Background: an optimization exercise with open tools, aiming at small area. Do not read the settings as production practice.
In this exercise RTL edits were held to simulation tests only and were not proved equivalent to the original.
No activity file was given, so power comes from the tool's default toggle rates.

<file path="config.mk">
export PLATFORM = sky130hd
export DESIGN_NAME = int_moderator
export DESIGN_NICKNAME = int_moderator
export VERILOG_FILES = /design/flow/design.v
export SDC_FILE = /design/flow/constraint.sdc
export NUM_CORES = 4
export LEC_CHECK = 0
export CAP_MARGIN = 20
export CORE_MARGIN = 2
export CORE_UTILIZATION = 45
export PLACE_DENSITY = 0.6
export SLEW_MARGIN = 20
</file>
<file path="run.sh">
#!/bin/bash
# synth_recipe.tcl (not shown) runs the flow's synth.tcl, then flattens the netlist and writes it again
# the make line also repeats each setting of config.mk as NAME=value (left out here)
make -C /OpenROAD-flow-scripts/flow DESIGN_CONFIG=/design/flow/config.mk WORK_HOME=/design/flow/orfs CLKGATE_MAP_FILE= SYNTH_SCRIPT=/design/flow/synth_recipe.tcl finish
</file>
<file path="constraint.sdc">
create_clock -name core_clock -period 5.0 [get_ports {clk}]
set_input_delay 1.0000 -clock core_clock [delete_from_list [all_inputs] [get_ports {clk}]]
set_output_delay 1.0000 -clock core_clock [all_outputs]
set_load 0.01 [all_outputs]
</file>
<file path="design.v">
module int_moderator #(
  parameter int unsigned COUNT = 16,
  parameter int unsigned CNT_W = 8,
  parameter int unsigned TMR_W = 16
) (
  input  logic               clk,
  input  logic               reset,
  input  logic [COUNT-1:0]   ev_pulse,
  output logic [COUNT-1:0]   int_valid,
  input  logic [COUNT-1:0]   int_ready,
  input  logic               cfg_valid,
  output logic               cfg_ready,
  input  logic [4:0]         cfg_sel,
  input  logic [CNT_W-1:0]   cfg_threshold,
  input  logic [TMR_W-1:0]   cfg_timeout,
  input  logic [TMR_W-1:0]   cfg_holdoff,
  output logic [COUNT-1:0]   ev_overflow,
  input  logic [COUNT-1:0]   ovf_clear
);
  typedef enum logic [1:0] {
    S_IDLE    = 2'd0,
    S_ACCUM   = 2'd1,
    S_ASSERT  = 2'd2,
    S_HOLDOFF = 2'd3
  } state_t;
  state_t           r_state   [COUNT];
  logic [CNT_W-1:0] r_cnt     [COUNT];
  logic [TMR_W-1:0] r_tmr     [COUNT];
  logic [CNT_W-1:0] r_thr     [COUNT];
  logic [TMR_W-1:0] r_timeout [COUNT];
  logic [TMR_W-1:0] r_holdoff [COUNT];
  logic [COUNT-1:0] r_valid;
  logic [COUNT-1:0] r_ovf;
  state_t           w_state_nxt [COUNT];
  logic [CNT_W-1:0] w_cnt_nxt   [COUNT];
  logic [TMR_W-1:0] w_tmr_nxt   [COUNT];
  logic [CNT_W-1:0] w_thr       [COUNT];
  logic [CNT_W-1:0] w_inc       [COUNT];
  logic [CNT_W-1:0] w_new       [COUNT];
  logic [COUNT-1:0] w_sat;
  logic [COUNT-1:0] w_ovf_set;
  logic [COUNT-1:0] w_valid_nxt;
  assign cfg_ready   = 1'b1;
  assign int_valid   = r_valid;
  assign ev_overflow = r_ovf;
  always_comb begin
    w_sat       = '0;
    w_ovf_set   = '0;
    w_valid_nxt = '0;
    for (int unsigned i = 0; i < COUNT; i++) begin
      w_thr[i]       = (r_thr[i] == '0) ? CNT_W'(1) : r_thr[i];
      w_sat[i]       = (r_cnt[i] == '1);
      w_inc[i]       = (ev_pulse[i] && !w_sat[i]) ? r_cnt[i] + CNT_W'(1) : r_cnt[i];
      w_new[i]       = ev_pulse[i] ? CNT_W'(1) : '0;
      w_state_nxt[i] = r_state[i];
      w_cnt_nxt[i]   = r_cnt[i];
      w_tmr_nxt[i]   = r_tmr[i];
      unique case (r_state[i])
        S_IDLE: begin
          if (ev_pulse[i]) begin
            w_cnt_nxt[i] = CNT_W'(1);
            if (w_thr[i] == CNT_W'(1)) begin
              w_state_nxt[i] = S_ASSERT;
            end else begin
              w_tmr_nxt[i]   = r_timeout[i];
              w_state_nxt[i] = S_ACCUM;
            end
          end
        end
        S_ACCUM: begin
          w_cnt_nxt[i] = w_inc[i];
          w_ovf_set[i] = ev_pulse[i] & w_sat[i];
          if (r_timeout[i] != '0 && r_tmr[i] != '0) begin
            w_tmr_nxt[i] = r_tmr[i] - TMR_W'(1);
          end
          if (w_inc[i] >= w_thr[i] ||
              (r_timeout[i] != '0 && r_tmr[i] == TMR_W'(1))) begin
            w_state_nxt[i] = S_ASSERT;
          end
        end
        S_ASSERT: begin
          if (int_ready[i]) begin
            w_cnt_nxt[i] = w_new[i];
            if (r_holdoff[i] == '0) begin
              if (w_new[i] >= w_thr[i]) begin
                w_state_nxt[i] = S_ASSERT;
              end else if (w_new[i] != '0) begin
                w_tmr_nxt[i]   = r_timeout[i];
                w_state_nxt[i] = S_ACCUM;
              end else begin
                w_state_nxt[i] = S_IDLE;
              end
            end else begin
              w_tmr_nxt[i]   = r_holdoff[i];
              w_state_nxt[i] = S_HOLDOFF;
            end
          end else begin
            w_cnt_nxt[i] = w_inc[i];
            w_ovf_set[i] = ev_pulse[i] & w_sat[i];
          end
        end
        S_HOLDOFF: begin
          w_cnt_nxt[i] = w_inc[i];
          w_ovf_set[i] = ev_pulse[i] & w_sat[i];
          if (r_tmr[i] <= TMR_W'(1)) begin
            w_tmr_nxt[i] = '0;
            if (w_inc[i] >= w_thr[i]) begin
              w_state_nxt[i] = S_ASSERT;
            end else if (w_inc[i] != '0) begin
              w_tmr_nxt[i]   = r_timeout[i];
              w_state_nxt[i] = S_ACCUM;
            end else begin
              w_state_nxt[i] = S_IDLE;
            end
          end else begin
            w_tmr_nxt[i] = r_tmr[i] - TMR_W'(1);
          end
        end
        default: w_state_nxt[i] = S_IDLE;
      endcase
      w_valid_nxt[i] = (w_state_nxt[i] == S_ASSERT);
    end
  end
  always_ff @(posedge clk) begin
    if (reset) begin
      r_valid <= '0;
      r_ovf   <= '0;
      for (int unsigned i = 0; i < COUNT; i++) begin
        r_state[i]   <= S_IDLE;
        r_cnt[i]     <= '0;
        r_tmr[i]     <= '0;
        r_thr[i]     <= CNT_W'(1);
        r_timeout[i] <= '0;
        r_holdoff[i] <= '0;
      end
    end else begin
      r_valid <= w_valid_nxt;
      r_ovf   <= (r_ovf & ~ovf_clear) | w_ovf_set;
      for (int unsigned i = 0; i < COUNT; i++) begin
        r_state[i] <= w_state_nxt[i];
        r_cnt[i]   <= w_cnt_nxt[i];
        r_tmr[i]   <= w_tmr_nxt[i];
        if (cfg_valid && (32'(cfg_sel) == i)) begin
          r_thr[i]     <= cfg_threshold;
          r_timeout[i] <= cfg_timeout;
          r_holdoff[i] <= cfg_holdoff;
        end
      end
    end
  end
endmodule
</file>
==> summary.txt <==
==> stage by stage <==
step	std cells	worst slack [ns]	power, mW
floorplan	8762	1.06	17.8
detailed placement	10300	0.347	20.3
finish	10500	0.855	30.6
global route	10500	0.593	32.2
global placement	10300	0.383	20.2
CTS	10500	0.880	30.5
==> synth_stat cells (38+ instances only) <==
master | count | area (sq um)
ha_1 | 192 | 2400
nand2_1 | 1736 | 6520
nor3_1 | 212 | 1060
a21o_1 | 79 | 593
a22oi_1 | 259 | 1940
dfxtp_1 | 1088 | 21800
o21ai_0 | 380 | 1900
clkbuf_1 | 620 | 2330
or3_1 | 42 | 263
nand2b_1 | 78 | 488
a211oi_1 | 119 | 893
o211ai_1 | 38 | 285
xor2_1 | 111 | 972
mux2i_1 | 77 | 771
xnor2_1 | 146 | 1280
nand4_1 | 91 | 569
and3_1 | 56 | 350
or4_1 | 40 | 300
o221ai_1 | 88 | 771
a21oi_1 | 1199 | 6000
and2_1 | 47 | 294
and4_1 | 39 | 342
nand3_1 | 151 | 756
a31oi_1 | 77 | 482
o22ai_1 | 167 | 1040
nor2b_1 | 53 | 332
nor4_1 | 200 | 1250
inv_1 | 268 | 1010
nor2_1 | 562 | 2110
==> worst reg2reg max path, cell delays in order, from the launching register on <==
cell      delay [ns]
dfxtp_1         0.45
ha_1            0.31
nand2_1         0.14
o31ai_2         0.46
mux2_2          0.41
ha_1            0.28
nand2_1         0.04
o21ai_0         0.18
a41oi_1         0.13
o21ai_0         0.40
a2111o_1        0.61
inv_1           0.20
a221oi_1        0.30
a21oi_1         0.10
==> power breakdown <==
group | internal, mW | leakage, nW | total [mW] | switching, mW
clock network | 6.05 | 2.24 | 10.1 | 4.10
registers | 9.14 | 8.80 | 9.75 | 0.610
logic | 3.85 | 13.9 | 10.7 | 6.85
==> sequential cells by signal, summed over array words and instances (netlist names) <==
name,count
r_holdoff,256
r_timeout,256
r_tmr,256
r_cnt,128
r_thr,128
r_state,32
r_ovf,16
r_valid,16
==> cell type report <==
type	instances	area [sq um]	area share (%)
Antenna cell	6	15.0	0.0213
Clock buffer	178	3810	5.42
Clock inverter	58	728	1.03
Inverter	272	1020	1.45
Multi-Input combinational cell	6735	38500	54.6
Sequential cell	1088	21800	30.9
Tap cell	1890	2360	3.36
Timing Repair Buffer	271	2220	3.15
==> cell usage in the layout (no fill, tap or decap), types with 38 or more instances in the layout <==
cell type,instances
and3_1,56
dfxtp_1,1088
o22ai_1,167
ha_1,192
a22oi_1,259
mux2i_1,77
clkdlybuf4s50_1,86
nor2_1,553
nor4_1,199
inv_1,267
nand4_1,91
xnor2_1,146
buf_4,139
a31oi_1,77
o221ai_1,88
nor3_1,204
clkbuf_16,138
or3_1,42
or4_1,40
nor2b_1,53
and2_1,47
buf_2,40
o211ai_1,38
nand2b_1,78
a211oi_1,119
nand3_1,151
a21oi_1,1195
and4_1,39
a21o_1,79
nand2_1,1736
o21ai_0,380
xor2_1,111
==> worst paths after layout <==
| path | startpoint | endpoint | slack (ns) | depth (start not counted) |
|---|---|---|---|---|
| hold / removal | r_thr[11][1] | r_thr[11][1] | 0.46 | 2 |
| setup / recovery | r_cnt[5][0] | r_tmr[5][8] | 0.86 | 13 |
| setup reg to reg | r_cnt[5][0] | r_tmr[5][8] | 0.86 | 13 |
| hold reg to reg | r_thr[11][1] | r_thr[11][1] | 0.46 | 2 |
==> metal layers <==
| metal | vias to the layer above | routed length, microns | track usage (%) |
|---|---|---|---|
| li1 | 30900 | - | - |
| met1 | 30800 | 97500 | 40.1 |
| met2 | 2521 | 97800 | 45.0 |
| met3 | 455 | 17500 | 4.85 |
| met4 | 6 | 8890 | 13.0 |
| met5 | - | 38 | 0 |
==> logic make-up after synthesis <==
kind of cell | share of synthesized area [%]
mux | 1.65
other cells | 0.00588
compound gates | 27.1
buf+inv | 5.63
flops | 34.2
simple gates | 24.2
fa+ha+maj | 3.77
xor+xnor | 3.53
==> metrics.csv <==
metric,value,unit
CP bufs+invs,1,
TritonRoute pass-1 iters,6,
"EDFF count, synth",0,
crit path launch type,flip-flop,
CTS tree,done,
pins over their slew limit,0,
grt total ovfl,0,
starting DRC count in detailed routing,6707,
min cycle time layout,4.14,ns
first-pass GRT wire length,343000,microns
Least-Margin Pin Slew,1.19,ns
Clock Pin Slew Worst Setup and Hold Paths,0.06,ns
port bufs,127,
WP data arrival,4.79,ns
final setup vio count,0,
pin count of the biggest net entering global routing,192,
Worst VDD drop,0.375,mV
total CTS buffers,133,
DP Wirelength,139000,microns
post-CTS sizing,0,
die width,380,microns
"Seq/Total Area, Yosys",34.2,%
gr usage total,29.2,%
DRC,0,
unrepaired setup endpoints after global routing,false,
worst min-delay path category,reg2reg,
CTS sink count,1088,
WP data required,5.64,ns
pwr dens,434,nW/um^2
post-CTS setup buffer count,0,
initial antenna violation count,13,
core area,141000,sq um
# Max-Cap Violations,0,
Starting Density,45.2,%
Yosys reg bits,1088,
"Hold Violations, Final",0,
Routed WL per cell,21.1,microns
Setup CP Type,reg2reg,
Syn Inst Count,8762,
Placement Cell Area,65800,sq um
share of cells above drive strength 1,5.99,%
Worst Skew,0.0249,ns
total number of vias,64700,
Post-Syn Nets,9050,
slowest CP cell,a2111o_1,
H-tree depth,4,
Die ar.,145000,sq um
Yosys cell types,97,
Main synth FF type,dfxtp_1,
CP top delay family,compound AO/OA/AOI/OAI gates,
Layout Utilization,49.9,%
Slew headroom,20.8,%
net count reported at finish,8789,
outcome,"complete, no violations",
cts hold-fix bufs,0,
Final Cycle Share,82.9,%
CP peak stage delay,0.60,ns
Die Y,380,microns
Mean Syn Cell Area,7.28,sq um
Fmax,241,MHz
Final Instance Area,70400,sq um
Fillers,13800,
crit-path cells,"ha_1, nand2_1, o31ai_2, mux2_2, ha_1, nand2_1, o21ai_0, a41oi_1, o21ai_0, a2111o_1, inv_1, a221oi_1, a21oi_1",
global placement routability congestion,0.887,
Lkg Pwr,25.0,nW
Routed WL,222000,microns
setup TNS,0,ns
clock latency (worst-skew pair),0.79,ns
CP Max Fanout,15,
Bufs on Longest Clock Path,3,
async set-reset flop share out of synthesis,0,%
Row Count,138,
area grow syn2layout,10.5,%
synth warn,13,
Post-Syn Area,63700,sq um
vias in the first global route,59000,
DRT antenna net count,0,
vias per inst,6.17,
hold_ws,0.458,ns
critical path endpoint category,flip-flop,
IO Pins,129,
CTS Root Cell,clkbuf_16,

static timing again, ports no longer ideal:
Ports are ideal in the flow. The routed layout listed here was re-timed in OpenROAD.
Step 1, drivers: a clkbuf_16 drives clk and a buf_2 each remaining input, both assumed.
Step 2, shift: input delay + t, output delay - t, t = (earliest + latest rising clock arrival at the registers) / 2. This alone moves slack from input paths to output paths.
Three values: ideal ports, drivers, drivers and shift; two values: the first two.
shift t [ns]: 0.857
setup WS [ns]: 0.855 / 0.855 / 0.323
worst hold slack (ns): 0.458 / 0.458 / 0.458
worst setup path after step 2: input to register
latest minus earliest clock arrival (ns): 0.030 / 0.029
After both steps this run still meets setup and hold. For this run, drivers alone change the setup slack by 0.000 ns; drivers and shift together by -0.532 ns.
